Source: an optimization exercise on an open RTL-to-GDS flow (aim: small area and a short achievable clock period). Production flows keep margins and buffers that such runs may drop.
Where RTL was checked, it was by simulation tests only, not by an equivalence proof against the original.
Power figures rest on the tool's default switching activity, not on a simulated workload.

==> flow/design.v (excerpt) <==
module csd_mult_bank (
    input  wire logic        clk,
    input  wire logic        rst_n,
    input  wire logic [15:0] x,
    input  wire logic        x_valid,
    output logic      [31:0] y0,
    output logic      [31:0] y1,
    output logic      [31:0] y2,
    output logic      [31:0] y3,
    output logic             y_valid
);
For scale: ~920 cells after synthesis, about 150 flip-flops, ~150 I/O pins, roughly 9600 sq um of cells after synthesis.
export LEC_CHECK = 0
export CAP_MARGIN = 20
export CORE_MARGIN = 2
export CORE_UTILIZATION = 40
export CTS_BUF_LIST = sky130_fd_sc_hd__clkbuf_8
export SETUP_SLACK_MARGIN = 2.2
export SLEW_MARGIN = 20
export TNS_END_PERCENT = 0
create_clock -name core_clock -period 5.0 [get_ports {clk}]
standard.sh (not shown) runs the stock make flow with config.mk's settings and CLKGATE_MAP_FILE= SYNTH_SCRIPT=/design/flow/synth_recipe.tcl, a recipe that flattens the netlist after the stock synthesis.
==> flow/flow/run.sh <==
#!/bin/bash
# The standard layout, with a small buffer (buf_2) on each port instead of the default
# port buffer cell. Each tool's output goes to its own log in this folder; ORFS keeps its
# per-step logs under orfs/logs.
set -euo pipefail
bash standard.sh 'BUFFER_PORTS_ARGS=-buffer_cell sky130_fd_sc_hd__buf_2' finish > make_finish.log 2>&1
The first run ran to the end with no violations.
Next try:
- CTS_BUF_LIST: sky130_fd_sc_hd__clkbuf_8 -> not set
- SETUP_SLACK_MARGIN: 2.2 -> 1.5
- TNS_END_PERCENT: 0 -> not set
Die area stays the same.
Worst hold slack got worse by 0.0035 ns.
Global-route usage fell by 1.0 points.
Design area decreases by a few percent.
Register-to-register slack degrades by 0.39 ns.
Via count decreases by a few percent.
Flip-flop and latch count stays the same.
Non-clock buffer count falls by 41.
Setup slack gets worse by 0.37 ns.
Next try:
- CORE_UTILIZATION: 40 -> 60
- PLACE_DENSITY: not set -> 0.75
Effect: Wire length went down by about 3%. Sequential power hardly moves. Die area falls by 33%. Synthesized cell count stays the same. Utilization came out higher by 23 points.

* * *

Another version of the RTL of csd_mult_bank (not shown whole).
Size in the first run: about 150 flip-flops, ~0.010 sq mm of cells after synthesis.
clock: 5.0 ns
lec_check: 0
cap_margin: 20
core_margin: 2
core_utilization: 40
cts_buf_list: sky130_fd_sc_hd__clkbuf_8
setup_slack_margin: 2.4
slew_margin: 20
tns_end_percent: 0
Scripts as last shown in full above: flow/flow/run.sh
The starting point finished clean.
Change:
==> flow/flow/run.sh (replaced) <==
#!/bin/bash
# The standard layout, with a small buffer (buf_2) on each port instead of the default
# port buffer cell, and power recovery (downsizing of cells off the critical paths) after
# global routing. Each tool's output goes to its own log in this folder; ORFS keeps its
# per-step logs under orfs/logs.
set -euo pipefail
bash standard.sh 'BUFFER_PORTS_ARGS=-buffer_cell sky130_fd_sc_hd__buf_2' 'RECOVER_POWER=100' finish > make_finish.log 2>&1
The changed run went through all stages and came out clean.
Power is lower by a few percent.
Non-clock buffer count stays the same.
Hold slack gets better by 0.025 ns.
Global-route usage is unchanged.
Count of clock-buffer cells in the layout is unchanged.
Change:
==> flow/flow/run.sh (replaced) <==
#!/bin/bash
# The standard layout, with a small buffer (buf_2) on each port instead of the default
# port buffer cell. Each tool's output goes to its own log in this folder; ORFS keeps its
# per-step logs under orfs/logs.
set -euo pipefail
bash standard.sh 'BUFFER_PORTS_ARGS=-buffer_cell sky130_fd_sc_hd__buf_2' finish > make_finish.log 2>&1
SETUP_SLACK_MARGIN = 2.0   (was 2.4)
Outcome:
- routed wire length went down by a few percent
- final cell count went down slightly
- cell area went down slightly
- clock skew barely changes
- utilization went down by 0.40 points
- critical path depth went down by 2
Change:
CORE_UTILIZATION = 55   (was 40)
SETUP_SLACK_MARGIN = 2.4   (was 2.0)
Sequential power stays flat.
Clock skew shrinks by 0.0031 ns.
Power grows by about 6%.
Core utilization grows by 21 points.
Register-to-register slack is better by 0.24 ns.
Change:
CORE_UTILIZATION = 40   (was 55)
SETUP_SLACK_MARGIN = 1.8   (was 2.4)
TNS_END_PERCENT = unset   (was 0)
Setup slack loses 0.38 ns.
Via count decreases by 2.7%.
Power decreases by 5.7%.
Worst hold slack gains 0.0077 ns.
Die area increases by 36%.
Non-clock buffer count decreases by 30.
Global-route usage decreases by 6.4 points.
Synthesized area does not change.
Combinational power decreases by 11%.
Change:
SETUP_SLACK_MARGIN = 2.6   (was 1.8)
TNS_END_PERCENT = 0   (was unset)
Outcome: The new run went through all stages and came out clean; routed wire length rose by 4.9%; register-to-register slack improves by 0.37 ns; via count rose by 3.3%.

* * *

Starting RTL as in the previous note.
Settings: LEC_CHECK=0, CAP_MARGIN=20, CORE_MARGIN=2, CORE_UTILIZATION=40, CTS_BUF_LIST=sky130_fd_sc_hd__clkbuf_8, SETUP_SLACK_MARGIN=2.2, SLEW_MARGIN=20, TNS_END_PERCENT=0; clock period 5.0 ns.
==> flow/flow/run.sh <==
#!/bin/bash
# The standard layout, with a small buffer (buf_1) on each port instead of the default
# port buffer cell. Each tool's output goes to its own log in this folder; ORFS keeps its
# per-step logs under orfs/logs.
set -euo pipefail
bash standard.sh 'BUFFER_PORTS_ARGS=-buffer_cell sky130_fd_sc_hd__buf_1' finish > make_finish.log 2>&1
==> next run, changes <==
==> flow/flow/run.sh (replaced) <==
#!/bin/bash
# The standard layout, with a small buffer (buf_2) on each port instead of the default
# port buffer cell. Each tool's output goes to its own log in this folder; ORFS keeps its
# per-step logs under orfs/logs.
set -euo pipefail
bash standard.sh 'BUFFER_PORTS_ARGS=-buffer_cell sky130_fd_sc_hd__buf_2' finish > make_finish.log 2>&1
CTS_CLUSTER_DIAMETER = 100   (was not set)
CTS_CLUSTER_SIZE = 30   (was not set)
SETUP_SLACK_MARGIN = 2.4   (was 2.2)
What happened: The changed run completed with no timing, DRC or antenna violations. Non-clock buffer count goes up by 17. Sequential power barely changes. Setup slack improves by 0.18 ns. Total power goes up by 7.7%. Worst hold slack degrades by 0.024 ns. Fmax goes up by 6.9%.

* * *

csd_mult_bank, a different RTL version from the one above (not shown whole).
For scale: ~170 flip-flops, about 0.011 mm2 of cells after synthesis.
==> flow/config.mk <==
export PLATFORM = sky130hd
export DESIGN_NAME = csd_mult_bank
export DESIGN_NICKNAME = csd_mult_bank
export VERILOG_FILES = /design/flow/design.v
export SDC_FILE = /design/flow/constraint.sdc
export NUM_CORES = 4
export LEC_CHECK = 0
export CAP_MARGIN = 20
export CORE_MARGIN = 2
export CORE_UTILIZATION = 40
export CTS_BUF_LIST = sky130_fd_sc_hd__clkbuf_8
export SETUP_SLACK_MARGIN = 2.6
export SLEW_MARGIN = 20
export TNS_END_PERCENT = 0
==> flow/constraint.sdc <==
create_clock -name core_clock -period 5.0 [get_ports {clk}]
set_input_delay 1.0000 -clock core_clock [delete_from_list [all_inputs] [get_ports {clk}]]
set_output_delay 1.0000 -clock core_clock [all_outputs]
set_load 0.01 [all_outputs]
==> flow/flow/run.sh <==
#!/bin/bash
# The standard layout, with a small buffer (buf_2) on each port instead of the default
# port buffer cell. Each tool's output goes to its own log in this folder; ORFS keeps its
# per-step logs under orfs/logs.
set -euo pipefail
bash standard.sh 'BUFFER_PORTS_ARGS=-buffer_cell sky130_fd_sc_hd__buf_2' finish > make_finish.log 2>&1
The baseline finished clean.
Rerun with:
Settings changed: SETUP_SLACK_MARGIN 2.6 to 1.8, TNS_END_PERCENT 0 to default.
The new run ran to the end with no violations. Clock power is about the same. Design area drops by a few percent. Hold slack improved by 12 ps. Flip-flop and latch count stays the same. First-iteration DRC count rose by roughly a tenth. Synthesized cell count is unchanged. Setup slack is worse by 290 ps. Power decreases by a few percent. Global-route usage came out lower by 0.59 points. Clock skew went down by 6.7 ps.
No run of this note included a check of the RTL's function; only the layout flow was run.

* * *

csd_mult_bank with an RTL version that a note above also has.
Size in the first run: roughly 1,100 cells after synthesis, roughly 150 I/O pins, ~0.010 mm^2 of cells after synthesis.
Design csd_mult_bank, start of the top module:
module csd_mult_bank (
    input  wire logic        clk,
    input  wire logic        rst_n,
    input  wire logic [15:0] x,
    input  wire logic        x_valid,
    output logic      [31:0] y0,
    output logic      [31:0] y1,
    output logic      [31:0] y2,
    output logic      [31:0] y3,
    output logic             y_valid
);
export LEC_CHECK = 0
export CAP_MARGIN = 20
export CORE_MARGIN = 2
export CORE_UTILIZATION = 40
export CTS_BUF_LIST = sky130_fd_sc_hd__clkbuf_8
export SETUP_SLACK_MARGIN = 2.4
export SLEW_MARGIN = 20
export TNS_END_PERCENT = 0
create_clock -name core_clock -period 5.0 [get_ports {clk}]
==> flow/flow/run.sh <==
#!/bin/bash
# The standard layout, with a small buffer (buf_2) on each port instead of the default
# port buffer cell. Each tool's output goes to its own log in this folder; ORFS keeps its
# per-step logs under orfs/logs.
set -euo pipefail
bash standard.sh 'BUFFER_PORTS_ARGS=-buffer_cell sky130_fd_sc_hd__buf_2' 'SETUP_MOVE_SEQUENCE=unbuffer,sizeup,swap,buffer' finish > make_finish.log 2>&1
Then changed:
--- a/flow/flow/run.sh
+++ b/flow/flow/run.sh
@@ -5,2 +5,2 @@
 set -euo pipefail
-bash standard.sh 'BUFFER_PORTS_ARGS=-buffer_cell sky130_fd_sc_hd__buf_2' 'SETUP_MOVE_SEQUENCE=unbuffer,sizeup,swap,buffer' finish > make_finish.log 2>&1
+bash standard.sh 'BUFFER_PORTS_ARGS=-buffer_cell sky130_fd_sc_hd__buf_2' finish > make_finish.log 2>&1
- SETUP_SLACK_MARGIN: 2.4 -> 2.2
After rerunning: The changed run completed with no timing, DRC or antenna violations. Clock-buffer cell count is unchanged. Combinational power goes down by 5.7%. Worst setup slack loses 0.12 ns. Global-route usage falls by 0.35 points. Sequential share of layout area came out higher by 0.54 points. Sequential power hardly moves.
Then changed:
- SETUP_SLACK_MARGIN: 2.2 -> 2.5
- TNS_END_PERCENT: 0 -> default
Effect: Combinational power is higher by about 27%; total power is higher by about 15%; non-clock buffer count is higher by 72; fmax is higher by about 4%.
Then changed:
- TNS_END_PERCENT: default -> 0
=>
- The new run finished with timing, DRC and antenna clean
- via count goes down by 2.5%
- design area drops by 8.4%
- non-clock buffer count drops by 54
- routed wire length decreases by 5.7%
- core utilization fell by 4.5 points
- clock skew came out lower by 0.0064 ns
- die area does not change
- maximum frequency goes down by 0.45%
- area after synthesis stays the same
- worst hold slack gains 0.011 ns
Then changed:
- PLACE_DENSITY: default -> 0.8
- SETUP_SLACK_MARGIN: 2.5 -> 2.4
Outcome: Final area went down by 2.6%; global-route usage went up by 0.13 points; routed wire length went up by 3.3%; flip-flop and latch count stays the same; setup slack loses 0.015 ns; count of clock-buffer cells in the layout went down by 1; final cell count went down by 0.83%; core utilization went down by 1.3 points; die area does not change.

* * *

Starting RTL as in the previous note.
Settings: LEC_CHECK=0, CAP_MARGIN=20, CORE_MARGIN=2, CORE_UTILIZATION=40, SETUP_SLACK_MARGIN=1.8, SLEW_MARGIN=20; clock period 5.0 ns.
==> flow/flow/run.sh <==
#!/bin/bash
# The standard layout, with a small buffer (buf_2) on each port instead of the default
# port buffer cell. Each tool's output goes to its own log in this folder; ORFS keeps its
# per-step logs under orfs/logs.
set -euo pipefail
bash standard.sh 'BUFFER_PORTS_ARGS=-buffer_cell sky130_fd_sc_hd__buf_2' finish > make_finish.log 2>&1
Change:
--- a/flow/config.mk
+++ b/flow/config.mk
@@ -9,4 +9,7 @@
 export CORE_MARGIN = 2
 export CORE_UTILIZATION = 40
-export SETUP_SLACK_MARGIN = 1.8
+export CTS_BUF_LIST = sky130_fd_sc_hd__clkbuf_8
+export CTS_CLUSTER_SIZE = 40
+export SETUP_SLACK_MARGIN = 2.4
 export SLEW_MARGIN = 20
+export TNS_END_PERCENT = 0
Result: The changed run passed the timing, design-rule and antenna checks; global-route usage rises by 0.37 points; die area is unchanged; hold slack gets worse by 0.018 ns; cell count is higher by 1.2%.
Change:
--- a/flow/flow/run.sh
+++ b/flow/flow/run.sh
@@ -4,3 +4,3 @@
 # per-step logs under orfs/logs.
 set -euo pipefail
-bash standard.sh 'BUFFER_PORTS_ARGS=-buffer_cell sky130_fd_sc_hd__buf_2' finish > make_finish.log 2>&1
+bash standard.sh 'BUFFER_PORTS_ARGS=-buffer_cell sky130_fd_sc_hd__buf_2' 'SKIP_GATE_CLONING=1' finish > make_finish.log 2>&1
--- a/flow/config.mk
+++ b/flow/config.mk
@@ -10,5 +10,4 @@
 export CORE_UTILIZATION = 40
 export CTS_BUF_LIST = sky130_fd_sc_hd__clkbuf_8
-export CTS_CLUSTER_SIZE = 40
 export SETUP_SLACK_MARGIN = 2.4
 export SLEW_MARGIN = 20
Cell area is unchanged. Count of clock-buffer cells in the layout is unchanged. Setup slack stays the same. Hold slack is unchanged. Maximum frequency is unchanged. Sequential power hardly moves. Via count is unchanged. Cell count does not change. Synthesized area does not change. Combinational power is about the same.
Change:
==> flow/flow/run.sh (replaced) <==
#!/bin/bash
# The standard layout, with a small buffer (buf_1) on each port instead of the default
# port buffer cell. Each tool's output goes to its own log in this folder; ORFS keeps its
# per-step logs under orfs/logs.
set -euo pipefail
bash standard.sh 'BUFFER_PORTS_ARGS=-buffer_cell sky130_fd_sc_hd__buf_1' finish > make_finish.log 2>&1
The changed run finished with timing, DRC and antenna clean. Register-to-register slack gets worse by 0.02 ns. Wire length came out lower by 0.31%. Design area came out lower by 0.54%. Worst setup slack gets worse by 0.020 ns. Fmax came out lower by 0.75%. Total power came out lower by 0.73%.

separate check: timing with driven ports:
Ports are ideal in the flow. The routed layouts listed here were re-timed in OpenROAD. Step 1, drivers: a clkbuf_16 drives clk and a buf_2 each remaining input, both assumed. Step 2, shift: input delay + t, output delay - t, t = (earliest + latest rising clock arrival at the registers) / 2. This alone moves slack from input paths to output paths. Three values: ideal, step 1, step 2; two values: the first two.
run	t (ns)	setup WS [ns]	clock arrival spread, ns	slew at the worst register clock pin (ns)	worst slew at a driven data input, ns
the first run of note 1	0.512	2.055 / 2.057 / 1.545	0.025 / 0.025	0.11 / 0.11	0.06
the second run of note 1	0.470	1.686 / 1.709 / 1.239	0.010 / 0.010	0.07 / 0.07	0.03
the third run of note 1	0.478	1.675 / 1.675 / 1.239	0.010 / 0.010	0.06 / 0.06	0.03
the first run of note 2	0.512	2.337 / 2.337 / 1.919	0.015 / 0.015	0.10 / 0.10	0.03
the second run of note 2	0.500	1.753 / 1.753 / 1.477	0.014 / 0.014	0.10 / 0.10	0.04
the third run of note 2	0.500	2.095 / 2.095 / 1.721	0.015 / 0.015	0.10 / 0.10	0.03
the fourth run of note 2	0.492	2.331 / 2.331 / 1.958	0.015 / 0.014	0.10 / 0.10	0.03
the fifth run of note 2	0.497	1.952 / 1.952 / 1.715	0.015 / 0.015	0.10 / 0.10	0.03
the sixth run of note 2	0.502	2.319 / 2.319 / 1.953	0.011 / 0.011	0.09 / 0.09	0.04
the first run of note 3	0.492	2.154 / 2.154 / 1.744	0.012 / 0.012	0.09 / 0.09	0.05
the second run of note 3	0.512	2.337 / 2.337 / 1.919	0.015 / 0.015	0.10 / 0.10	0.03
the first run of note 4	0.509	2.222 / 2.222 / 2.222	0.021 / 0.022	0.11 / 0.11	0.03
the second run of note 4	0.521	1.936 / 1.936 / 1.936	0.014 / 0.014	0.11 / 0.11	0.03
the first run of note 5	0.504	2.351 / 2.351 / 1.911	0.014 / 0.014	0.10 / 0.10	0.03
the second run of note 5	0.496	2.230 / 2.230 / 1.818	0.016 / 0.016	0.10 / 0.10	0.03
the third run of note 5	0.497	2.331 / 2.331 / 2.090	0.019 / 0.019	0.11 / 0.11	0.05
the fourth run of note 5	0.502	2.319 / 2.319 / 1.953	0.011 / 0.011	0.09 / 0.09	0.04
the fifth run of note 5	0.499	2.304 / 2.304 / 1.929	0.020 / 0.020	0.09 / 0.09	0.04
the first run of note 6	0.469	1.963 / 1.963 / 1.718	0.008 / 0.008	0.07 / 0.07	0.03
the second run of note 6	0.512	2.337 / 2.337 / 1.919	0.015 / 0.015	0.10 / 0.10	0.03
the third run of note 6	0.512	2.337 / 2.337 / 1.919	0.015 / 0.015	0.10 / 0.10	0.03
the fourth run of note 6	0.504	2.317 / 2.317 / 1.902	0.014 / 0.015	0.10 / 0.10	0.04
After both steps setup and hold are still met in every run listed. The setup slack of the first run of note 1, which loses most, moves by +0.002 ns with the drivers and by -0.510 ns with both steps.
